This design comes from an exercise in tuning for small area and a short achievable clock period on the open sky130 flow, not from production work.
Where RTL was checked, it was by simulation tests only, not by an equivalence proof against the original.
Function not checked in run 3: the RTL went through the layout flow alone.
No activity file was given, so power comes from the tool's default toggle rates.

==> flow/design.v <==
`default_nettype none
package fifo_net_pkg;
    localparam int RX_W  = 64;               
    localparam int TX_W  = 32;               
    localparam int CTX_W = 2;                
    localparam logic [7:0] RX_MAGIC = 8'h77;    
    typedef enum logic [1:0] {
        RX_TLP  = 2'b00,
        RX_CFG  = 2'b01,                     
        RX_LOOP = 2'b10,
        RX_CMD  = 2'b11
    } rx_type_e;
    typedef enum logic [1:0] {
        SRC_NONE,
        SRC_TLP,
        SRC_LOOP,
        SRC_CMD
    } tx_src_e;
    localparam logic [15:0] RO_MAGIC = 16'hab89;
    localparam logic [15:0] RW_MAGIC = 16'hefcd;
    localparam int RO_BITS = 192;
    localparam int RW_BITS = 128;
    localparam int RO_OFS_MAGIC     = 'h00;
    localparam int RO_OFS_BYTECOUNT = 'h04;
    localparam int RO_OFS_VER_MAJOR = 'h08;
    localparam int RO_OFS_VER_MINOR = 'h09;
    localparam int RO_OFS_DEVICE_ID = 'h0A;
    localparam int RO_OFS_UPTIME    = 'h10;    
    localparam int RW_OFS_MAGIC          = 'h00;
    localparam int RW_OFS_BYTECOUNT      = 'h04;
    localparam int RW_OFS_SUBSYS_VEND_ID = 'h08;
    localparam int RW_OFS_VEND_ID        = 'h0A;
    localparam int RW_OFS_DEV_ID         = 'h0C;
    localparam int RW_OFS_REV_ID         = 'h0E;
    localparam logic [15:0] RW_DEF_SUBSYS_VEND_ID = 16'h10EE;
    localparam logic [15:0] RW_DEF_VEND_ID        = 16'h10EE;
    localparam logic [15:0] RW_DEF_DEV_ID         = 16'h0666;
    localparam logic [7:0]  RW_DEF_REV_ID         = 8'h02;
    localparam int CMD_READ_BIT  = 12;
    localparam int CMD_WRITE_BIT = 13;
    localparam int CMD_ADDR_LSB  = 16;       
    localparam int ADDR_RW_BIT   = 15;       
    localparam int ADDR_NOWR_BIT = 14;       
endpackage
`default_nettype wire
`default_nettype none
module sync_fifo #(
    parameter int WIDTH = 34,
    parameter int DEPTH = 16
) (
    input  wire              clk,
    input  wire              rst,
    input  wire              i_wr_en,       
    input  wire [WIDTH-1:0]  i_din,
    output logic [WIDTH-1:0] out_data,
    output logic             out_valid,
    input  wire              out_pop        
);
    localparam int PW = $clog2(DEPTH);
    localparam int CW = $clog2(DEPTH + 1);
    logic [WIDTH-1:0] mem [DEPTH];
    logic [PW-1:0]    wr_ptr;       
    logic [DEPTH-1:0] rd_oh;
    logic [CW-1:0]    total;        
    logic [CW-1:0]    remain;       
    logic             space;        
    logic             push;
    assign remain = total - {{(CW-1){1'b0}}, out_pop};
    assign space  = (total != DEPTH) | out_pop;
    assign push   = i_wr_en & space;
    always_comb
    begin
        out_data = '0;
        for (int i = 0; i < DEPTH; i++)
            out_data = out_data | (mem[i] & {WIDTH{rd_oh[i]}});
    end
    always_ff @(posedge clk)
    begin
        if (space)
            mem[wr_ptr] <= i_din;
    end
    always_ff @(posedge clk)
    begin
        if (rst)
        begin
            wr_ptr    <= '0;
            rd_oh     <= {{(DEPTH-1){1'b0}}, 1'b1};
            total     <= '0;
            out_valid <= 1'b0;
        end
        else
        begin
            if (push)
                wr_ptr <= wr_ptr + 1'b1;
            if (out_pop)
                rd_oh <= {rd_oh[DEPTH-2:0], rd_oh[DEPTH-1]};
            total     <= remain + {{(CW-1){1'b0}}, push};
            out_valid <= (remain != '0);
        end
    end
endmodule
module resp_fifo #(
    parameter int WIDTH = 32,
    parameter int DEPTH = 16,
    parameter int AFULL = 14
) (
    input  wire              clk,
    input  wire              rst,
    input  wire              i_push,
    input  wire [WIDTH-1:0]  i_din,
    output logic             o_afull,       
    output logic [WIDTH-1:0] out_data,
    output logic             out_valid,
    input  wire              out_pop
);
    localparam int PW = $clog2(DEPTH);
    localparam int CW = $clog2(DEPTH + 1);
    logic [WIDTH-1:0] mem [DEPTH];
    logic [PW-1:0]    wr_ptr;
    logic [DEPTH-1:0] rd_oh;
    logic [CW-1:0]    count;
    logic [CW-1:0]    cnt_nopop;
    logic [CW-1:0]    cnt_pop;
    assign cnt_nopop = count + {{(CW-1){1'b0}}, i_push};
    assign cnt_pop   = cnt_nopop - 1'b1;
    always_comb
    begin
        out_data = '0;
        for (int i = 0; i < DEPTH; i++)
            out_data = out_data | (mem[i] & {WIDTH{rd_oh[i]}});
    end
    always_ff @(posedge clk)
    begin
        mem[wr_ptr] <= i_din;
    end
    always_ff @(posedge clk)
    begin
        if (rst)
        begin
            wr_ptr    <= '0;
            rd_oh     <= {{(DEPTH-1){1'b0}}, 1'b1};
            count     <= '0;
            out_valid <= 1'b0;
            o_afull   <= 1'b0;
        end
        else
        begin
            if (i_push)
                wr_ptr <= wr_ptr + 1'b1;
            if (out_pop)
                rd_oh <= {rd_oh[DEPTH-2:0], rd_oh[DEPTH-1]};
            count     <= out_pop ? cnt_pop : cnt_nopop;
            out_valid <= out_pop ? (cnt_pop != '0) : (cnt_nopop != '0);
            o_afull   <= out_pop ? (cnt_pop >= AFULL) : (cnt_nopop >= AFULL);
        end
    end
endmodule
module cmd_fifo #(
    parameter int WIDTH = 50,
    parameter int DEPTH = 16
) (
    input  wire              clk,
    input  wire              rst,
    input  wire              i_wr_en,       
    input  wire [WIDTH-1:0]  i_din,
    output logic [WIDTH-1:0] out_data,
    output logic             out_valid,
    input  wire              out_pop
);
    localparam int SLOTS = DEPTH - 1;
    localparam int PW    = $clog2(SLOTS);
    logic [WIDTH-1:0] mem [SLOTS];
    logic [PW-1:0]    wr_ptr;
    logic [SLOTS-1:0] rd_oh;
    logic [PW-1:0]    n_slots;      
    logic             slots_nz;
    logic             space;
    logic             push;
    logic             hload;
    logic [WIDTH-1:0] rd_data;
    assign hload = (~out_valid | out_pop) & slots_nz;
    assign space = (n_slots != PW'(SLOTS)) | out_pop;
    assign push  = i_wr_en & space;
    always_comb
    begin
        rd_data = '0;
        for (int i = 0; i < SLOTS; i++)
            rd_data = rd_data | (mem[i] & {WIDTH{rd_oh[i]}});
    end
    always_ff @(posedge clk)
    begin
        if (space)
            mem[wr_ptr] <= i_din;
    end
    always_ff @(posedge clk)
    begin
        if (hload)
            out_data <= rd_data;
    end
    logic [PW-1:0] n_next;
    assign n_next = n_slots - PW'(hload) + PW'(push);
    always_ff @(posedge clk)
    begin
        if (rst)
        begin
            wr_ptr    <= '0;
            rd_oh     <= {{(SLOTS-1){1'b0}}, 1'b1};
            n_slots   <= '0;
            slots_nz  <= 1'b0;
            out_valid <= 1'b0;
        end
        else
        begin
            if (push)
                wr_ptr <= (wr_ptr == PW'(SLOTS - 1)) ? '0 : wr_ptr + 1'b1;
            if (hload)
                rd_oh <= {rd_oh[SLOTS-2:0], rd_oh[SLOTS-1]};
            n_slots   <= n_next;
            slots_nz  <= (n_next != '0);
            out_valid <= hload | (out_valid & ~out_pop);
        end
    end
endmodule
`default_nettype wire
`default_nettype none
module rx_router (
    input  wire                           clk,
    input  wire                           rst,
    input  wire  [fifo_net_pkg::RX_W-1:0] i_rx_data,
    input  wire                           i_rx_valid,
    output logic [fifo_net_pkg::TX_W-1:0] o_tlp_data,
    output logic                          o_tlp_last,
    output logic                          o_tlp_valid,
    output logic                          o_loop_hit,    
    output logic                          o_cmd_hit      
);
    logic accept;
    assign accept     = i_rx_valid & (i_rx_data[7:0] == fifo_net_pkg::RX_MAGIC);
    assign o_loop_hit = accept & (i_rx_data[9:8] == fifo_net_pkg::RX_LOOP);
    assign o_cmd_hit  = accept & (i_rx_data[9:8] == fifo_net_pkg::RX_CMD);
    always_ff @(posedge clk)
    begin
        if (rst)
            o_tlp_valid <= 1'b0;
        else
            o_tlp_valid <= accept & (i_rx_data[9:8] == fifo_net_pkg::RX_TLP);
    end
    always_ff @(posedge clk)
    begin
        o_tlp_data <= i_rx_data[63:32];
        o_tlp_last <= i_rx_data[10];
    end
endmodule
`default_nettype wire
`default_nettype none
module cmd_regfile #(
    parameter logic [7:0] DEVICE_ID     = 8'd0,
    parameter logic [7:0] VERSION_MAJOR = 8'd0,
    parameter logic [7:0] VERSION_MINOR = 8'd0,
    parameter int         FIFO_DEPTH    = 16
) (
    input  wire                           clk,
    input  wire                           rst,
    input  wire                           i_cmd_hit,     
    input  wire  [fifo_net_pkg::RX_W-1:0] i_rx_data,
    output logic [fifo_net_pkg::TX_W-1:0] resp_data,
    output logic                          resp_valid,
    input  wire                           resp_pop,
    output logic [15:0]                   o_subsys_vend_id,
    output logic [15:0]                   o_vend_id,
    output logic [15:0]                   o_dev_id,
    output logic [7:0]                    o_rev_id
);
    logic [49:0]  cmd_din;
    logic [49:0]  cmd;
    logic         cmd_valid;
    logic         resp_afull;
    logic         pop;
    logic [15:0]  addr;
    logic [7:0]   val_lo, val_hi;      
    logic [7:0]   msk_lo, msk_hi;
    logic         is_read;
    logic         is_write;
    logic         is_up_write;
    logic         rw_in;               
    logic         ro_in;               
    logic [7:0]   rw_b  [16];
    logic [7:0]   ro_b  [33];          
    logic [63:0]  uptime;
    logic [7:0]   rd_lo, rd_hi;
    assign cmd_din = {i_rx_data[13:12], i_rx_data[31:16], i_rx_data[63:32]};
    cmd_fifo #(.WIDTH(50), .DEPTH(FIFO_DEPTH)) u_cmd_fifo (
        .clk       (clk),
        .rst       (rst),
        .i_wr_en   (i_cmd_hit),
        .i_din     (cmd_din),
        .out_data  (cmd),
        .out_valid (cmd_valid),
        .out_pop   (pop)
    );
    assign pop    = cmd_valid & ~resp_afull;
    assign addr   = cmd[47:32];
    assign val_lo = cmd[31:24];
    assign val_hi = cmd[23:16];
    assign msk_lo = cmd[15:8];
    assign msk_hi = cmd[7:0];
    assign is_read     = pop & cmd[48];
    assign is_write    = pop & cmd[49] & addr[15];
    assign is_up_write = pop & cmd[49] & ~addr[15];
    assign rw_in       = (addr[14:4] == '0);
    assign ro_in       = (addr[14:5] == '0);
    always_comb
    begin
        for (int k = 0; k < 33; k++)
            ro_b[k] = 8'h00;
        ro_b[0]  = fifo_net_pkg::RO_MAGIC[7:0];
        ro_b[1]  = fifo_net_pkg::RO_MAGIC[15:8];
        ro_b[4]  = 8'(fifo_net_pkg::RO_BITS / 8);
        ro_b[8]  = VERSION_MAJOR;
        ro_b[9]  = VERSION_MINOR;
        ro_b[10] = DEVICE_ID;
        for (int k = 0; k < 8; k++)
            ro_b[16 + k] = uptime[8*k +: 8];
    end
    always_comb
    begin
        if (addr[15])
        begin
            rd_lo = rw_in ? rw_b[addr[3:0]] : 8'h00;
            rd_hi = (rw_in && addr[3:0] != 4'hF) ? rw_b[addr[3:0] + 4'd1] : 8'h00;
        end
        else
        begin
            rd_lo = ro_in ? ro_b[addr[4:0]] : 8'h00;
            rd_hi = ro_in ? ro_b[{1'b0, addr[4:0]} + 6'd1] : 8'h00;
        end
    end
    for (genvar j = 0; j < 16; j++)
    begin : g_rw
        logic [7:0] init;
        logic       sel_lo;
        logic       sel_hi;
        logic [7:0] m;
        logic [7:0] v;
        always_comb
        begin
            case (j)
                0:  init = fifo_net_pkg::RW_MAGIC[7:0];
                1:  init = fifo_net_pkg::RW_MAGIC[15:8];
                4:  init = 8'(fifo_net_pkg::RW_BITS / 8);
                8:  init = fifo_net_pkg::RW_DEF_SUBSYS_VEND_ID[7:0];
                9:  init = fifo_net_pkg::RW_DEF_SUBSYS_VEND_ID[15:8];
                10: init = fifo_net_pkg::RW_DEF_VEND_ID[7:0];
                11: init = fifo_net_pkg::RW_DEF_VEND_ID[15:8];
                12: init = fifo_net_pkg::RW_DEF_DEV_ID[7:0];
                13: init = fifo_net_pkg::RW_DEF_DEV_ID[15:8];
                14: init = fifo_net_pkg::RW_DEF_REV_ID;
                default: init = 8'h00;
            endcase
        end
        assign sel_lo = is_write & rw_in & (addr[3:0] == j);
        assign sel_hi = (j > 0) && (is_write & rw_in & (addr[3:0] == 4'(j - 1)));
        assign m      = sel_lo ? msk_lo : (sel_hi ? msk_hi : 8'h00);
        assign v      = sel_lo ? val_lo : val_hi;
        always_ff @(posedge clk)
        begin
            if (rst)
                rw_b[j] <= init;
            else
                rw_b[j] <= (rw_b[j] & ~m) | (v & m);
        end
    end
    logic [63:0] up_mask;
    logic [63:0] up_val;
    for (genvar j = 0; j < 8; j++)
    begin : g_up
        logic sel_lo;
        logic sel_hi;
        assign sel_lo = is_up_write & ro_in & (addr[4:0] == 5'(16 + j));
        assign sel_hi = is_up_write & ro_in & (addr[4:0] == 5'(15 + j));
        assign up_mask[8*j +: 8] = sel_lo ? msk_lo : (sel_hi ? msk_hi : 8'h00);
        assign up_val[8*j +: 8]  = sel_lo ? val_lo : val_hi;
    end
    always_ff @(posedge clk)
    begin
        if (rst)
            uptime <= '0;
        else
            uptime <= ((uptime + 1'b1) & ~up_mask) | (up_val & up_mask);
    end
    logic        resp_push;
    logic [31:0] resp_word;
    always_ff @(posedge clk)
    begin
        if (rst)
            resp_push <= 1'b0;
        else
            resp_push <= is_read;
    end
    always_ff @(posedge clk)
    begin
        if (is_read)
            resp_word <= {addr, rd_lo, rd_hi};
    end
    resp_fifo #(.WIDTH(32), .DEPTH(FIFO_DEPTH), .AFULL(FIFO_DEPTH - 2)) u_resp_fifo (
        .clk       (clk),
        .rst       (rst),
        .i_push    (resp_push),
        .i_din     (resp_word),
        .o_afull   (resp_afull),
        .out_data  (resp_data),
        .out_valid (resp_valid),
        .out_pop   (resp_pop)
    );
    assign o_subsys_vend_id = {rw_b[9],  rw_b[8]};
    assign o_vend_id        = {rw_b[11], rw_b[10]};
    assign o_dev_id         = {rw_b[13], rw_b[12]};
    assign o_rev_id         = rw_b[14];
endmodule
`default_nettype wire
`default_nettype none
module tx_arbiter (
    input  wire         clk,
    input  wire         rst,
    input  wire  [31:0] tlp_data,
    input  wire         tlp_last,
    input  wire         tlp_valid,
    output logic        tlp_ready,
    input  wire  [31:0] loop_data,
    input  wire  [1:0]  loop_ctx,
    input  wire         loop_valid,
    output logic        loop_ready,
    input  wire  [31:0] resp_data,
    input  wire         resp_valid,
    output logic        resp_ready,
    output logic [31:0] o_tx_data,
    output logic [1:0]  o_tx_ctx,
    output logic        o_tx_valid,
    input  wire         i_tx_ready
);
    logic load_en;
    assign load_en    = ~o_tx_valid | i_tx_ready;
    assign tlp_ready  = load_en & tlp_valid;
    assign loop_ready = load_en & ~tlp_valid & loop_valid;
    assign resp_ready = load_en & ~tlp_valid & ~loop_valid & resp_valid;
    always_ff @(posedge clk)
    begin
        if (rst)
            o_tx_valid <= 1'b0;
        else if (load_en)
            o_tx_valid <= tlp_valid | loop_valid | resp_valid;
    end
    always_ff @(posedge clk)
    begin
        if (load_en)
        begin
            if (tlp_valid)
            begin
                o_tx_data <= tlp_data;
                o_tx_ctx  <= {1'b0, tlp_last};
            end
            else if (loop_valid)
            begin
                o_tx_data <= loop_data;
                o_tx_ctx  <= loop_ctx;
            end
            else
            begin
                o_tx_data <= resp_data;
                o_tx_ctx  <= 2'b00;
            end
        end
    end
endmodule
`default_nettype wire
`default_nettype none
module fifo_net_top #(
    parameter logic [7:0] DEVICE_ID     = 8'd0,
    parameter logic [7:0] VERSION_MAJOR = 8'd0,
    parameter logic [7:0] VERSION_MINOR = 8'd0,
    parameter int         FIFO_DEPTH    = 16
) (
    input  wire         clk,
    input  wire         rst,
    input  wire  [63:0] i_rx_data,
    input  wire         i_rx_valid,
    output logic [31:0] o_tlp_data,
    output logic        o_tlp_last,
    output logic        o_tlp_valid,
    input  wire  [31:0] i_tlp_in_data,
    input  wire         i_tlp_in_last,
    input  wire         i_tlp_in_valid,
    output logic        o_tlp_in_ready,
    output logic [31:0] o_tx_data,
    output logic [1:0]  o_tx_ctx,
    output logic        o_tx_valid,
    input  wire         i_tx_ready,
    output logic [15:0] o_subsys_vend_id,
    output logic [15:0] o_vend_id,
    output logic [15:0] o_dev_id,
    output logic [7:0]  o_rev_id
);
    logic        loop_hit;
    logic        cmd_hit;
    logic [33:0] loop_word;
    logic        loop_valid;
    logic        loop_pop;
    logic [31:0] resp_data;
    logic        resp_valid;
    logic        resp_pop;
    rx_router u_rx_router (
        .clk         (clk),
        .rst         (rst),
        .i_rx_data   (i_rx_data),
        .i_rx_valid  (i_rx_valid),
        .o_tlp_data  (o_tlp_data),
        .o_tlp_last  (o_tlp_last),
        .o_tlp_valid (o_tlp_valid),
        .o_loop_hit  (loop_hit),
        .o_cmd_hit   (cmd_hit)
    );
    sync_fifo #(.WIDTH(34), .DEPTH(FIFO_DEPTH)) u_loop_fifo (
        .clk       (clk),
        .rst       (rst),
        .i_wr_en   (loop_hit),
        .i_din     ({i_rx_data[11:10], i_rx_data[63:32]}),
        .out_data  (loop_word),
        .out_valid (loop_valid),
        .out_pop   (loop_pop)
    );
    cmd_regfile #(
        .DEVICE_ID     (DEVICE_ID),
        .VERSION_MAJOR (VERSION_MAJOR),
        .VERSION_MINOR (VERSION_MINOR),
        .FIFO_DEPTH    (FIFO_DEPTH)
    ) u_cmd_regfile (
        .clk              (clk),
        .rst              (rst),
        .i_cmd_hit        (cmd_hit),
        .i_rx_data        (i_rx_data),
        .resp_data        (resp_data),
        .resp_valid       (resp_valid),
        .resp_pop         (resp_pop),
        .o_subsys_vend_id (o_subsys_vend_id),
        .o_vend_id        (o_vend_id),
        .o_dev_id         (o_dev_id),
        .o_rev_id         (o_rev_id)
    );
    tx_arbiter u_tx_arbiter (
        .clk        (clk),
        .rst        (rst),
        .tlp_data   (i_tlp_in_data),
        .tlp_last   (i_tlp_in_last),
        .tlp_valid  (i_tlp_in_valid),
        .tlp_ready  (o_tlp_in_ready),
        .loop_data  (loop_word[31:0]),
        .loop_ctx   (loop_word[33:32]),
        .loop_valid (loop_valid),
        .loop_ready (loop_pop),
        .resp_data  (resp_data),
        .resp_valid (resp_valid),
        .resp_ready (resp_pop),
        .o_tx_data  (o_tx_data),
        .o_tx_ctx   (o_tx_ctx),
        .o_tx_valid (o_tx_valid),
        .i_tx_ready (i_tx_ready)
    );
endmodule
`default_nettype wire
==> flow/config.mk <==
export PLATFORM = sky130hd
export DESIGN_NAME = fifo_net_top
export DESIGN_NICKNAME = fifo_net_top
export VERILOG_FILES = /design/flow/design.v
export SDC_FILE = /design/flow/constraint.sdc
export NUM_CORES = 4
export LEC_CHECK = 0
export CAP_MARGIN = 20
export CORE_MARGIN = 2
export CORE_UTILIZATION = 40
export SETUP_SLACK_MARGIN = 4.0
export SLEW_MARGIN = 20
==> flow/run.sh <==
#!/bin/bash
# synth_recipe.tcl (not shown) runs the flow's synth.tcl, then flattens the netlist and writes it again
# the make line also repeats each setting of config.mk as NAME=value (left out here)
make -C /OpenROAD-flow-scripts/flow DESIGN_CONFIG=/design/flow/config.mk WORK_HOME=/design/flow/orfs CLKGATE_MAP_FILE= SYNTH_SCRIPT=/design/flow/synth_recipe.tcl finish
==> flow/constraint.sdc <==
create_clock -name core_clock -period 7.0 [get_ports {clk}]
set_input_delay 1.4000 -clock core_clock [delete_from_list [all_inputs] [get_ports {clk}]]
set_output_delay 1.4000 -clock core_clock [all_outputs]
set_load 0.01 [all_outputs]
==> notes.md, run 1 <==
sequential-to-total area share from yosys stat=72.8%; hold path startpoint=u_cmd_regfile.u_cmd_fifo.slots_nz; Row Count=171; Placeable Area=217000 sq um; Slew Limit Headroom=18.6%; Peak Freq=305 MHz; final worst-path cycle share=46.9%; Pint=23700 uW; Max-cap violations=0; root buffer cell=clkbuf_16; WS Path Type=in2out; Core Util, Final=47.0%; most frequent cell after synthesis=edfxtp_1; Min Hold Slack=442 ps; first-pass GRT wire length=412 mm; Async SR Flop Fraction=0%; pin count of the biggest net entering global routing=106; grt total ovfl=0; total global-route track usage=25.4%; Fillers=18600; transition time of the tightest slew-check pin=1220 ps; Detailed Route WL=294 mm; CTS Sinks=2228; post-synth top area share=65.9%; CTS tree=done; Cell Area, Synth=87600 sq um; Post-synth top flop=edfxtp_1; Yosys reg bits=2228; Synth warnings=8; Worst R2R Start=u_cmd_regfile.u_cmd_fifo.out_data[32]; Worst EP arrival=1880 ps; layout cell share with drive strength beyond 1=15.0%; Final #Nets=6251; DRT Pass-1 Iters=9; final count of hold timing violations=0; dpl cell area=93700 sq um; # port buffers=225; outcome=finished clean; via count=58600; vias per inst=6.39; Num CTS Buffers=223; Finished Cell Area=102000 sq um; Synth-to-Final Area Change=16.5%; DRC=0; crit end category=output pin; initial core utilization=40.3%; Die Ht=472 um; hold_buf cts=0; Final ANT Viol Nets=0; initial antenna violation count=11; PwrDens=331 nW/um^2; Reg-to-Reg End=u_cmd_regfile.resp_word[4]; Power Total=33800 uW; critical path required time=5600 ps; gp weighted congestion=0.948; R2R depth=9; Logic pwr share=18.4%; Avg Inst Size Synth=14.9 sq um; Period minus WS final=3280 ps; Mapped Nets=6004; P_leak=0.0317 uW; Detailed Route Iter0 Violations=8590; Final Max Slew Viols=0; Clk Latency, worst-skew pair=880 ps; Hold EP=u_cmd_regfile.u_cmd_fifo.out_valid; most frequent cells after synthesis=edfxtp_1 (1922), a22oi_1 (496), clkbuf_1 (429), a22o_1 (319), dfxtp_1 (306); final setup TNS=0 ps; flop2flop setup slack=4030 ps; Final HPWL DP=157 mm; number of global-route vias before repair=56000; largest area contributor in the netlist=edfxtp_1; sw frac=29.8%; RSZ-0062 raised after global routing=yes; CTS H-tree depth=4; routed len/inst=32.0 um; CP max FO=2; endpoints failing setup=0; Clock transition at path regs=60 ps; EDFF count, synth=1922; Sw Pwr=10100 uW; Netlist cell types=75; Startpoint Class=primary input; hold depth=2; top cells by area, synth=edfxtp_1 (66%), dfxtp_1 (7.0%), a22oi_1 (4.2%), a22o_1 (3.2%), a221oi_1 (2.9%); Syn Inst Count=5874; boundary pin count=228; clock power share=34.9%; Die W=472 um; clk_skew=67.8 ps; Seq pwr share=46.7%; die area=223000 sq um; Hold Crit Class=reg2reg; clock buffer depth=3; IR drop worst, VDD=0.468 mV
[area by class of cell]
class	count	area (sq um)	area share, %
antenna	3	7.51	0.00735
clock buffer	294	6070	5.95
clock inverter	124	1160	1.14
inverter	42	181	0.178
multi-input combinational	3124	22700	22.2
sequential	2228	64000	62.7
tap	2854	3570	3.50
timing repair buffer	501	4430	4.34
timing repair inverter	1	5.00	0.00490
[sequential cells by signal, summed over array words and instances (netlist names), 5 cells and up, named ones only]
| register | flops |
|---|---|
| u_tx_arbiter.o_tx_data | 32 |
| u_cmd_regfile.u_resp_fifo.mem | 512 |
| u_cmd_regfile.u_cmd_fifo.out_data | 50 |
| u_loop_fifo.total | 5 |
| u_loop_fifo.mem | 544 |
| u_cmd_regfile.u_cmd_fifo.rd_oh | 15 |
| u_loop_fifo.rd_oh | 16 |
| u_rx_router.o_tlp_data | 32 |
| u_cmd_regfile.uptime | 64 |
| u_cmd_regfile.resp_word | 32 |
| u_cmd_regfile.u_resp_fifo.rd_oh | 16 |
| u_cmd_regfile.u_cmd_fifo.mem | 750 |
| u_cmd_regfile.u_resp_fifo.count | 5 |
[through the flow]
step / instances / setup slack [ps]
after floorplan: 5874 / 3000
after detailed placement: 8663 / 1900
final: 9171 / 3720
after CTS: 9139 / 3710
after global routing: 9168 / 3680
after global placement: 8660 / 1890
[per-layer routing]
| layer | track usage, % | up-vias | wire length [um] |
|---|---|---|---|
| li1 | - | 24400 | - |
| met1 | 35.2 | 30200 | 118000 |
| met2 | 40.5 | 3464 | 137000 |
| met3 | 4.43 | 572 | 28100 |
| met4 | 8.38 | 8 | 10600 |
| met5 | 0 | - | 55 |
[cells by family (layout without fill, tap and decap cells)]
kind of cell	Yosys count	in the layout	synth area share (%)
DFF	2228	2228	72.8
adders and majority gates	28	28	0.408
other	0	3	0
and+or+nand+nor	1077	1088	6.34
muxes	211	211	2.53
xor gates and xnor gates	77	77	0.770
AOI/OAI and AO/OA	1720	1720	14.8
buffers and inverters	533	962	2.30
[power by group through the flow]
stage	logic [uW]	clock network [uW]	registers (uW)
CTS	5940	11900	15800
finish	6240	11800	15800
floorplan	3050	0	15800
global route	6440	12400	15800
global placement	5490	0	16100
detailed placement	5640	0	16000
[critical path, cell delays in order]
cell and delay (ps):
buf_8 80, buf_12 100, clkinvlp_4 80, nor2_1 80
buf_2 150
[timing repair]
item	CTS	global route
gates resized for setup	394	48
gates cloned	7	8
buffers inserted	51	21
pin swaps	26	16
setup endpoints to repair	1019	524
[layout by cell type (no fill, tap or decap), types with 182 or more instances in the layout]
| master | Yosys | layout |
|---|---|---|
| nand2_1 | 291 | 287 |
| a221oi_1 | 291 | 290 |
| a21oi_1 | 183 | 182 |
| a22oi_1 | 496 | 494 |
| dfxtp_1 | 306 | 210 |
| buf_4 | 0 | 240 |
| edfxtp_1 | 1922 | 1922 |
| o21ai_0 | 208 | 208 |
| clkbuf_16 | 0 | 229 |
| a22o_1 | 319 | 319 |
[worst max path at each step]
stage                                         to            from  slack (ps)  cells after the start
5_1_grt                           o_tlp_in_ready  i_tlp_in_valid        3680                      5
3_5_place_dp              u_loop_fifo.mem[15][8]      i_tx_ready        1900                      7
2_1_floorplan               u_loop_fifo.total[4]      i_tx_ready        3000                     12
6_report                          o_tlp_in_ready  i_tlp_in_valid        3720                      5
4_1_cts                           o_tlp_in_ready  i_tlp_in_valid        3710                      5
3_3_place_gp   u_cmd_regfile.u_cmd_fifo.slots_nz    i_rx_data[5]        1890                     13
==> run 2: changes to the inputs <==
--- a/flow/design.v
+++ b/flow/design.v
@@ -45,13 +45,16 @@
 `default_nettype wire
 `default_nettype none
 module sync_fifo #(
-    parameter int WIDTH = 34,
-    parameter int DEPTH = 16
+    parameter int WIDTH      = 34,
+    parameter int DEPTH      = 16,
+    parameter int AFULL      = 14,
+    parameter bit NEVER_FULL = 1'b0      
 ) (
     input  wire              clk,
     input  wire              rst,
     input  wire              i_wr_en,       
     input  wire [WIDTH-1:0]  i_din,
+    output logic             o_afull,       
     output logic [WIDTH-1:0] out_data,
     output logic             out_valid,
     input  wire              out_pop        
@@ -66,7 +69,7 @@
     logic             space;        
     logic             push;
     assign remain = total - {{(CW-1){1'b0}}, out_pop};
-    assign space  = (total != DEPTH) | out_pop;
+    assign space  = NEVER_FULL ? 1'b1 : ((total != DEPTH) | out_pop);
     assign push   = i_wr_en & space;
     always_comb
     begin
@@ -87,6 +90,7 @@
             rd_oh     <= {{(DEPTH-1){1'b0}}, 1'b1};
             total     <= '0;
             out_valid <= 1'b0;
+            o_afull   <= 1'b0;
         end
         else
         begin
@@ -96,62 +100,7 @@
                 rd_oh <= {rd_oh[DEPTH-2:0], rd_oh[DEPTH-1]};
             total     <= remain + {{(CW-1){1'b0}}, push};
             out_valid <= (remain != '0);
-        end
-    end
-endmodule
-module resp_fifo #(
-    parameter int WIDTH = 32,
-    parameter int DEPTH = 16,
-    parameter int AFULL = 14
-) (
-    input  wire              clk,
-    input  wire              rst,
-    input  wire              i_push,
-    input  wire [WIDTH-1:0]  i_din,
-    output logic             o_afull,       
-    output logic [WIDTH-1:0] out_data,
-    output logic             out_valid,
-    input  wire              out_pop
-);
-    localparam int PW = $clog2(DEPTH);
-    localparam int CW = $clog2(DEPTH + 1);
-    logic [WIDTH-1:0] mem [DEPTH];
-    logic [PW-1:0]    wr_ptr;
-    logic [DEPTH-1:0] rd_oh;
-    logic [CW-1:0]    count;
-    logic [CW-1:0]    cnt_nopop;
-    logic [CW-1:0]    cnt_pop;
-    assign cnt_nopop = count + {{(CW-1){1'b0}}, i_push};
-    assign cnt_pop   = cnt_nopop - 1'b1;
-    always_comb
-    begin
-        out_data = '0;
-        for (int i = 0; i < DEPTH; i++)
-            out_data = out_data | (mem[i] & {WIDTH{rd_oh[i]}});
-    end
-    always_ff @(posedge clk)
-    begin
-        mem[wr_ptr] <= i_din;
-    end
-    always_ff @(posedge clk)
-    begin
-        if (rst)
-        begin
-            wr_ptr    <= '0;
-            rd_oh     <= {{(DEPTH-1){1'b0}}, 1'b1};
-            count     <= '0;
-            out_valid <= 1'b0;
-            o_afull   <= 1'b0;
-        end
-        else
-        begin
-            if (i_push)
-                wr_ptr <= wr_ptr + 1'b1;
-            if (out_pop)
-                rd_oh <= {rd_oh[DEPTH-2:0], rd_oh[DEPTH-1]};
-            count     <= out_pop ? cnt_pop : cnt_nopop;
-            out_valid <= out_pop ? (cnt_pop != '0) : (cnt_nopop != '0);
-            o_afull   <= out_pop ? (cnt_pop >= AFULL) : (cnt_nopop >= AFULL);
+            o_afull   <= (remain >= AFULL);
         end
     end
 endmodule
@@ -388,25 +337,11 @@
         else
             uptime <= ((uptime + 1'b1) & ~up_mask) | (up_val & up_mask);
     end
-    logic        resp_push;
-    logic [31:0] resp_word;
-    always_ff @(posedge clk)
-    begin
-        if (rst)
-            resp_push <= 1'b0;
-        else
-            resp_push <= is_read;
-    end
-    always_ff @(posedge clk)
-    begin
-        if (is_read)
-            resp_word <= {addr, rd_lo, rd_hi};
-    end
-    resp_fifo #(.WIDTH(32), .DEPTH(FIFO_DEPTH), .AFULL(FIFO_DEPTH - 2)) u_resp_fifo (
+    sync_fifo #(.WIDTH(32), .DEPTH(FIFO_DEPTH), .AFULL(FIFO_DEPTH - 2), .NEVER_FULL(1'b1)) u_resp_fifo (
         .clk       (clk),
         .rst       (rst),
-        .i_push    (resp_push),
-        .i_din     (resp_word),
+        .i_wr_en   (is_read),
+        .i_din     ({addr, rd_lo, rd_hi}),
         .o_afull   (resp_afull),
         .out_data  (resp_data),
         .out_valid (resp_valid),
@@ -524,6 +459,7 @@
         .rst       (rst),
         .i_wr_en   (loop_hit),
         .i_din     ({i_rx_data[11:10], i_rx_data[63:32]}),
+        .o_afull   (),
         .out_data  (loop_word),
         .out_valid (loop_valid),
         .out_pop   (loop_pop)
--- a/flow/config.mk
+++ b/flow/config.mk
@@ -8,5 +8,7 @@
 export CAP_MARGIN = 20
 export CORE_MARGIN = 2
 export CORE_UTILIZATION = 40
+export CTS_CLUSTER_DIAMETER = 100
+export CTS_CLUSTER_SIZE = 25
 export SETUP_SLACK_MARGIN = 4.0
 export SLEW_MARGIN = 20
==> run 2 against run 1 <==
Compared with the run above:
- synthesized area fell by 1.3%
- flip-flop and latch count fell by 33
- power fell by 12%
- wire length rose by 4.1%
- sequential share of layout area rose by 1.7 points
- register-to-register slack got worse by 60 ps
- utilization fell by 1.4 points
- synthesized cell count rose by 0.56%
- critical path type unchanged
- highest routed layer unchanged
==> notes.md, run 2 <==
Largest Register=u_cmd_regfile.u_cmd_fifo.mem; flop2flop setup slack=3970 ps (-60 ps); clock buffer depth=3 (unchanged); crit end category=output pin; Seq pwr share=51.5% (+4.8 points); layout cell share with drive strength beyond 1=13.2% (-1.9 points); total global-route track usage=26.9% (+1.5 points); Core Util, Final=45.6% (-1.4 points); Async SR Flop Fraction=0% (unchanged); DRT Pass-1 Iters=8 (-1); Yosys reg bits=2195 (-1.5%); initial antenna violation count=16 (+5); Die W=469 um (-0.65%); final worst-path cycle share=46.5% (-0.37 points); CP Buf/Inv Count=3 (-1); grt total ovfl=0 (unchanged); CTS tree=done; final setup TNS=0 ps (unchanged); die area=220000 sq um (-1.3%); CP Depth=4 (-1); sw frac=32.8% (+3.1 points); most frequent cells after synthesis=edfxtp_1 (1890), a22oi_1 (475), clkbuf_1 (421), nand2_1 (384), a22o_1 (332); Final ANT Viol Nets=0 (unchanged); endpoints failing setup=0 (unchanged); initial core utilization=40.3% (-0.054 points); via count=58400 (-0.30%); CTS Sinks=2195 (-1.5%); Max stage delay on crit path=120 ps (-30 ps); top cells by area, synth=edfxtp_1 (66%), dfxtp_1 (7.1%), a22oi_1 (4.1%), a22o_1 (3.4%), a221oi_1 (3.1%); Mapped Nets=6034 (+0.50%); boundary pin count=228 (unchanged); Sw Pwr=9780 uW (-2.8%); Num CTS Buffers=102 (-54%); hold path startpoint=u_cmd_regfile.u_cmd_fifo.slots_nz; CP max FO=3 (+1); Reg-to-Reg End=u_cmd_regfile.u_cmd_fifo.slots_nz; CTS H-tree depth=3 (-1); Netlist cell types=74 (-1.3%); Hold EP=u_cmd_regfile.u_cmd_fifo.out_valid; Peak Freq=307 MHz (+0.80%); DRC=0 (unchanged); post-synth top area share=65.6% (-0.24 points); Cell Area, Synth=86500 sq um (-1.3%); Final HPWL DP=168 mm (+7.1%); commonest non-fill, non-tap cell in the layout=edfxtp_1; Hold Crit Class=reg2reg; Logic pwr share=24.8% (+6.4 points); most frequent cells in the layout=edfxtp_1 (1890), a22oi_1 (475), nand2_1 (378); Clk Latency, worst-skew pair=820 ps (-60 ps); Post-synth top flop=edfxtp_1; Row Count=170 (-0.58%); Detailed Route Iter0 Violations=8937 (+4.0%); ordered cell list for the critical path=buf_8 > buf_12 > nor2b_4 > buf_6; Startpoint Class=primary input; PwrDens=304 nW/um^2 (-8.2%); final count of hold timing violations=0 (unchanged); cell at the slowest stage of the critical path=buf_12; Period minus WS final=3260 ps (-26.0 ps); Fillers=18800 (+1.0%); # port buffers=225 (unchanged); vias per inst=6.48 (+1.4%); P_leak=0.0302 uW (-4.6%); gp weighted congestion=0.972 (+2.5%); pin count of the biggest net entering global routing=111 (+4.7%); Max-cap violations=0 (unchanged); number of global-route vias before repair=54900 (-2.1%); outcome=finished clean; sequential-to-total area share from yosys stat=72.7% (-0.17 points); Die Ht=469 um (-0.65%); Placeable Area=215000 sq um (-1.2%); routed len/inst=33.9 um (+5.9%); max FFs per register=750 (unchanged); Largest regs=u_cmd_regfile.u_cmd_fifo.mem x750, u_loop_fifo.mem x544, u_cmd_regfile.u_resp_fifo.mem x512; Syn Inst Count=5907 (+0.56%); CP delay by family, top=buffers and inverters; largest area contributor in the netlist=edfxtp_1; clk_skew=62.4 ps (-5.37 ps); Worst R2R Start=u_cmd_regfile.u_resp_fifo.o_afull; Final Max Slew Viols=0 (unchanged); Synth-to-Final Area Change=13.3%; Synth warnings=8 (unchanged); Final #Nets=6214 (-0.59%); transition time of the tightest slew-check pin=1220 ps (+3.76 ps); Detailed Route WL=306 mm (+4.1%); Avg Inst Size Synth=14.6 sq um (-1.9%); EDFF count, synth=1890 (-1.7%); Slew Limit Headroom=18.4% (-0.25 points); WS Path Type=in2out; Worst EP arrival=1860 ps (-20 ps); first-pass GRT wire length=424 mm (+2.9%); clock power share=23.7% (-11 points); most frequent cell after synthesis=edfxtp_1; IR drop worst, VDD=0.242 mV (-48%); Pint=20000 uW (-16%); root buffer cell=clkbuf_16; hold depth=2 (unchanged); Clock transition at path regs=110 ps (+50 ps); R2R depth=11 (+2); critical path required time=5600 ps (about the same); RSZ-0062 raised after global routing=yes
## run 2: worst max path at each step
stage	to	startpoint
after detailed placement	u_cmd_regfile.u_cmd_fifo.slots_nz	i_rx_data[2]
after floorplan	u_loop_fifo.mem[12][0]	i_tlp_in_valid
after global routing	o_tlp_in_ready	i_tlp_in_valid
final	o_tlp_in_ready	i_tlp_in_valid
after CTS	o_tlp_in_ready	i_tlp_in_valid
after global placement	u_cmd_regfile.u_cmd_fifo.slots_nz	i_rx_data[7]
## run 2: kinds of logic after synthesis
logic type,share of synthesized area [%]
flops,72.7
compound gates,15.4
simple gates,6.75
buf+inv,2.39
mux,1.63
xor+xnor,0.820
fa+ha+maj,0.370
## run 2: layout make-up
cell class	count	area [sq um]	area share (%)
diodes	6	15.0	0.0153
clock buffers	175	2850	2.91
clock inverters	17	254	0.259
inverters	40	181	0.185
multi-input cells	3178	22800	23.3
flip-flops and latches	2195	63100	64.3
well taps	2838	3550	3.62
repair buffers	569	5290	5.39
repair inverters	1	5.00	0.00511
## run 2: layer usage
layer	wire [um]	track usage [%]	vias up
met5	51	0	-
met4	13100	9.99	8
met3	29400	4.11	588
met2	141000	42.3	3629
met1	123000	37.8	30100
li1	-	-	24200
## run 2: worst reg2reg max path, cell delays in order (launching register included)
cell and delay, ps:
dfxtp_2 520, nand2_1 110, nand2_1 630, inv_2 130, ha_4 250, inv_2 60, ha_4 120, inv_2 30
fa_2 330, xor2_1 150, nor2_1 60, or4_1 540
## run 2: timing repair
action,CTS,global route
setup endpoints to repair,1427,746
buffers inserted,68,33
pin swaps,45,19
hold buffers,0,0
hold endpoints to repair,0,0
gates resized for setup,393,48
cloned,10,6
## run 2: through the flow
stage,power [uW],hold WS [ps],std cells,setup slack [ps],area (sq um)
global route,30400,498,9013,3740,98000
global placement,21900,446,8702,1980,92900
detailed placement,22000,455,8702,1990,92900
floorplan,18800,436,5907,3080,87200
finish,29800,465,9019,3740,98000
CTS,29300,472,8972,3750,97400
## run 2: power groups by stage
stage	combinational (uW)	sequential [uW]	clock (uW)
floorplan	3270	15600	0
global placement	6130	15800	0
detailed placement	6170	15800	0
CTS	6770	15400	7140
global route	7490	15400	7560
finish	7380	15300	7070
==> run 3: changes to the inputs <==
--- a/flow/design.v
+++ b/flow/design.v
@@ -45,9 +45,9 @@
 `default_nettype wire
 `default_nettype none
 module sync_fifo #(
-    parameter int WIDTH      = 34,
-    parameter int DEPTH      = 16,
-    parameter int AFULL      = 14,
+    parameter int WIDTH     = 34,
+    parameter int DEPTH     = 16,
+    parameter int AFULL     = 14,
     parameter bit NEVER_FULL = 1'b0      
 ) (
     input  wire              clk,
@@ -63,7 +63,7 @@
     localparam int CW = $clog2(DEPTH + 1);
     logic [WIDTH-1:0] mem [DEPTH];
     logic [PW-1:0]    wr_ptr;       
-    logic [DEPTH-1:0] rd_oh;
+    logic [PW-1:0]    rd_ptr;
     logic [CW-1:0]    total;        
     logic [CW-1:0]    remain;       
     logic             space;        
@@ -71,12 +71,7 @@
     assign remain = total - {{(CW-1){1'b0}}, out_pop};
     assign space  = NEVER_FULL ? 1'b1 : ((total != DEPTH) | out_pop);
     assign push   = i_wr_en & space;
-    always_comb
-    begin
-        out_data = '0;
-        for (int i = 0; i < DEPTH; i++)
-            out_data = out_data | (mem[i] & {WIDTH{rd_oh[i]}});
-    end
+    assign out_data = mem[rd_ptr];
     always_ff @(posedge clk)
     begin
         if (space)
@@ -87,7 +82,7 @@
         if (rst)
         begin
             wr_ptr    <= '0;
-            rd_oh     <= {{(DEPTH-1){1'b0}}, 1'b1};
+            rd_ptr    <= '0;
             total     <= '0;
             out_valid <= 1'b0;
             o_afull   <= 1'b0;
@@ -97,79 +92,13 @@
             if (push)
                 wr_ptr <= wr_ptr + 1'b1;
             if (out_pop)
-                rd_oh <= {rd_oh[DEPTH-2:0], rd_oh[DEPTH-1]};
+                rd_ptr <= rd_ptr + 1'b1;
             total     <= remain + {{(CW-1){1'b0}}, push};
             out_valid <= (remain != '0);
             o_afull   <= (remain >= AFULL);
         end
     end
 endmodule
-module cmd_fifo #(
-    parameter int WIDTH = 50,
-    parameter int DEPTH = 16
-) (
-    input  wire              clk,
-    input  wire              rst,
-    input  wire              i_wr_en,       
-    input  wire [WIDTH-1:0]  i_din,
-    output logic [WIDTH-1:0] out_data,
-    output logic             out_valid,
-    input  wire              out_pop
-);
-    localparam int SLOTS = DEPTH - 1;
-    localparam int PW    = $clog2(SLOTS);
-    logic [WIDTH-1:0] mem [SLOTS];
-    logic [PW-1:0]    wr_ptr;
-    logic [SLOTS-1:0] rd_oh;
-    logic [PW-1:0]    n_slots;      
-    logic             slots_nz;
-    logic             space;
-    logic             push;
-    logic             hload;
-    logic [WIDTH-1:0] rd_data;
-    assign hload = (~out_valid | out_pop) & slots_nz;
-    assign space = (n_slots != PW'(SLOTS)) | out_pop;
-    assign push  = i_wr_en & space;
-    always_comb
-    begin
-        rd_data = '0;
-        for (int i = 0; i < SLOTS; i++)
-            rd_data = rd_data | (mem[i] & {WIDTH{rd_oh[i]}});
-    end
-    always_ff @(posedge clk)
-    begin
-        if (space)
-            mem[wr_ptr] <= i_din;
-    end
-    always_ff @(posedge clk)
-    begin
-        if (hload)
-            out_data <= rd_data;
-    end
-    logic [PW-1:0] n_next;
-    assign n_next = n_slots - PW'(hload) + PW'(push);
-    always_ff @(posedge clk)
-    begin
-        if (rst)
-        begin
-            wr_ptr    <= '0;
-            rd_oh     <= {{(SLOTS-1){1'b0}}, 1'b1};
-            n_slots   <= '0;
-            slots_nz  <= 1'b0;
-            out_valid <= 1'b0;
-        end
-        else
-        begin
-            if (push)
-                wr_ptr <= (wr_ptr == PW'(SLOTS - 1)) ? '0 : wr_ptr + 1'b1;
-            if (hload)
-                rd_oh <= {rd_oh[SLOTS-2:0], rd_oh[SLOTS-1]};
-            n_slots   <= n_next;
-            slots_nz  <= (n_next != '0);
-            out_valid <= hload | (out_valid & ~out_pop);
-        end
-    end
-endmodule
 `default_nettype wire
 `default_nettype none
 module rx_router (
@@ -238,11 +167,12 @@
     logic [63:0]  uptime;
     logic [7:0]   rd_lo, rd_hi;
     assign cmd_din = {i_rx_data[13:12], i_rx_data[31:16], i_rx_data[63:32]};
-    cmd_fifo #(.WIDTH(50), .DEPTH(FIFO_DEPTH)) u_cmd_fifo (
+    sync_fifo #(.WIDTH(50), .DEPTH(FIFO_DEPTH)) u_cmd_fifo (
         .clk       (clk),
         .rst       (rst),
         .i_wr_en   (i_cmd_hit),
         .i_din     (cmd_din),
+        .o_afull   (),
         .out_data  (cmd),
         .out_valid (cmd_valid),
         .out_pop   (pop)
--- a/flow/config.mk
+++ b/flow/config.mk
@@ -8,7 +8,4 @@
 export CAP_MARGIN = 20
 export CORE_MARGIN = 2
 export CORE_UTILIZATION = 40
-export CTS_CLUSTER_DIAMETER = 100
-export CTS_CLUSTER_SIZE = 25
-export SETUP_SLACK_MARGIN = 4.0
 export SLEW_MARGIN = 20
==> run 3 against run 2 <==
Compared with the run above:
- still clean
- sequential share of layout area down 5.1 points
- hold slack better by 22 ps
- clock skew down 0.92 ps
- sequential power about the same
- via count down 6.6%
- wire length down 6.5%
- non-clock buffer count down 101
- die area up 5.1%
- clock-buffer cell count up 134
- synthesized cell count down 9.4%
- critical path type is now reg2reg
==> notes.md, run 3 <==
CP delay by family, top=simple AND/OR/NAND/NOR gates; DRC=0 (unchanged); Die W=481 um (+2.5%); boundary pin count=228 (unchanged); initial core utilization=40.1% (-0.16 points); via count=54600 (-6.6%); Final ANT Viol Nets=0 (unchanged); layout cell share with drive strength beyond 1=22.9% (+9.7 points); WS Path Type=reg2reg; Peak Freq=170 MHz (-45%); cell at the slowest stage of the critical path=o31ai_2; Post-Layout Cell Count=8871 (-1.6%); root buffer cell=clkbuf_16; Netlist cell types=84 (+14%); Syn Inst Count=5352 (-9.4%); hold_buf cts=0 (unchanged); Pint=24900 uW (+24%); P_leak=0.0321 uW (+6.0%); initial antenna violation count=11 (-5); Startpoint Class=flip-flop; pin count of the biggest net entering global routing=101 (-9.0%); Yosys reg bits=2172 (-1.0%); Final Max Slew Viols=0 (unchanged); Final HPWL DP=172 mm (+2.2%); top cells by area, synth=edfxtp_1 (62%), mux4_2 (14%), dfxtp_1 (6.2%), mux2i_1 (1.5%), a22oi_1 (1.2%); first-pass GRT wire length=403 mm (-5.1%); endpoints failing setup=0 (unchanged); Post-CTS Setup Bufs=0 (-100%); Seq pwr share=41.0% (-11 points); Core Util, Final=46.4% (+0.81 points); pre-CTS setup slack=1050 ps (-936 ps); Worst EP arrival=6390 ps (+4530 ps); Sw Pwr=11600 uW (+19%); Final #Nets=5786 (-6.9%); Period minus WS final=5890 ps (+2630 ps); Mapped Nets=5484 (-9.1%); final setup TNS=0 ps (unchanged); CTS tree=done; IR drop worst, VDD=0.280 mV (+16%); outcome=finished clean; # port buffers=225 (unchanged); CP max FO=70 (+67); sw frac=31.8% (-1.0 points); most frequent cells after synthesis=edfxtp_1 (1890), mux4_2 (557), dfxtp_1 (282), nor2_1 (268), clkbuf_1 (225); cell mode on critical path=nand2_1; ordered cell list for the critical path=buf_12 > mux4_2 > a22oi_1 > nand2_1 > nor4_4 > nand2_1 > nor2_1 > inv_1 > o31ai_2; commonest non-fill, non-tap cell in the layout=edfxtp_1; CTS Sinks=2172 (-1.0%); PwrDens=346 nW/um^2 (+14%); Inst Count DP=8439 (-3.0%); clock buffer depth=3 (unchanged); EDFF count, synth=1890 (unchanged); Max-cap violations=0 (unchanged); Cell Area, Synth=91000 sq um (+5.2%); slack of the critical path=1110 ps (-2630 ps); Post-synth top flop=edfxtp_1; Synth warnings=8 (unchanged); Power Total=36500 uW (+22%); Detailed Route Iter0 Violations=7008 (-22%); Largest Register=u_cmd_regfile.u_cmd_fifo.mem; post-synth top area share=62.4% (-3.2 points); DRT Pass-1 Iters=6 (-2); Avg Inst Size Synth=17.0 sq um (+16%); RSZ-0062 raised after global routing=no; Largest regs=u_cmd_regfile.u_cmd_fifo.mem x800, u_loop_fifo.mem x544, u_cmd_regfile.u_resp_fifo.mem x512; Synth-to-Final Area Change=15.8%; Num CTS Buffers=221 (+120%); Slew Limit Headroom=21.3% (+2.9 points); most frequent cells in the layout=edfxtp_1 (1890), mux4_2 (557), dfxtp_1 (269); Hold Crit Class=reg2reg; Resized cells post-CTS=0 (-100%); Die Ht=481 um (+2.5%); Clk Latency, worst-skew pair=870 ps (+50 ps); sequential-to-total area share from yosys stat=68.6% (-4.1 points); number of global-route vias before repair=53700 (-2.1%); die area=231000 sq um (+5.1%); grt total ovfl=0 (unchanged); gp weighted congestion=0.994 (+2.3%); transition time of the tightest slew-check pin=1170 ps (-52.3 ps); clock power share=34.1% (+10 points); Clock transition at path regs=60 ps (-50 ps); final worst-path cycle share=84.1% (+38 points); Logic pwr share=24.8% (about the same); vias per inst=6.15 (-5.1%); clk_skew=61.5 ps (-0.917 ps); Detailed Route WL=286 mm (-6.5%); Placeable Area=227000 sq um (+5.6%); largest area contributor in the netlist=edfxtp_1; max FFs per register=800 (+6.7%); CP Buf/Inv Count=2 (-1); Row Count=175 (+2.9%); critical path required time=7500 ps (+1900 ps); most frequent cell after synthesis=edfxtp_1; final count of hold timing violations=0 (unchanged); routed len/inst=32.2 um (-5.0%); Async SR Flop Fraction=0% (unchanged); Max stage delay on crit path=970 ps (+850 ps); total global-route track usage=24.4% (-2.5 points); CTS H-tree depth=4 (+1); crit end category=flip-flop
==> run 3: cell types whose count changed after synthesis, sizes merged, moves of 64 or more <==
cell | before | now
a221oi | 304 | 70
a22o | 332 | 50
a22oi | 475 | 150
and3 | 97 | 33
buf | 78 | 164
clkbuf | 422 | 225
mux4 | 1 | 557
nand2 | 384 | 224
nand4 | 147 | 31
nor2 | 206 | 288
nor3 | 70 | 151
==> run 3: cells by family after synthesis <==
logic type      Yosys count  synth area share [%]
fa+ha+maj                30                 0.413
simple gates            973                  5.43
buf+inv                 447                  2.13
mux                     715                  15.6
xor+xnor                 95                 0.915
flops                  2172                  68.6
compound gates          920                  6.95
==> run 3: through the flow <==
step | hold slack [ps] | cell area, sq um
after CTS | 481 | 105000
after floorplan | 438 | 91000
final | 487 | 105000
after global placement | 456 | 97500
after detailed placement | 471 | 97600
after global routing | 514 | 105000
==> run 3: metal layers <==
layer | global-route usage, % | vias up | wire length (um)
met5 | 0 | - | 82
met4 | 10.0 | 10 | 12500
met3 | 4.81 | 667 | 24200
met2 | 37.9 | 2944 | 133000
met1 | 33.6 | 28500 | 117000
li1 | - | 22500 | -
==> run 3: tightest hold or removal path, delay by kind of cell (launching register included) <==
kind / cells / cell delay (ps)
flops: 1 / 310
compound gates: 2 / 130
==> run 3: power by group through the flow <==
stage               Sequential, uW  Combinational, uW  Clock, uW
finish                       15000               9060      12500
global route                 15000               9230      13100
CTS                          15000               8770      12600
detailed placement           15300               8750          0
global placement             15200               8720          0
floorplan                    15100               4920          0
==> run 3: area by class of cell <==
class | count | area [sq um]
clock buffer | 309 | 6120
multi-input combinational | 2733 | 27000
antenna | 11 | 27.5
sequential | 2172 | 62400
timing repair buffer | 468 | 4160
clock inverter | 111 | 1590
tap | 3009 | 3760
inverter | 58 | 219
fill | 19400 | 122000
==> run 3: path summary, 6_finish.rpt <==
kind                  start                                    to  slack [ps]  cells past startpoint
setup / recovery  flip-flop  u_cmd_regfile.u_resp_fifo.mem[1][15]        1110                      9
setup reg to reg  flip-flop  u_cmd_regfile.u_resp_fifo.mem[1][15]        1110                      9
hold / removal    flip-flop                             flip-flop         490                      2
hold reg to reg   flip-flop                             flip-flop         490                      2

==> port drivers added, routing unchanged <==
The results above use ideal ports. As a check the final layouts listed here were re-extracted and re-timed, cells and wires unchanged. Step 1 sets driving cells, clkbuf_16 on the clock port and buf_2 on the other inputs (assumed; they add their load-dependent delay and slew). Step 2 moves the port delays by t, midway between the first and last clock arrival at a register: inputs arrive t later, outputs are due t later. That takes back most of the time a late clock gives input paths. a / b / c = ideal / step 1 / step 2; a / b = the first two.
run | t (ns) | setup slack, ns | clock arrival spread, ns | worst slew at a driven data input, ns | cell pins on the clock port's net
run 1 | 0.941 | 3.718 / 3.666 / 2.876 | 0.071 / 0.072 | 0.08 | 1
run 2 | 0.884 | 3.744 / 3.704 / 3.053 | 0.063 / 0.064 | 0.10 | 1
run 3 | 0.939 | 1.110 / 1.110 / 1.110 | 0.061 / 0.061 | 0.13 | 1
After both steps setup and hold are still met in every run listed. For run 1, which loses most, drivers alone change the setup slack by -0.052 ns; drivers and shift together by -0.842 ns.
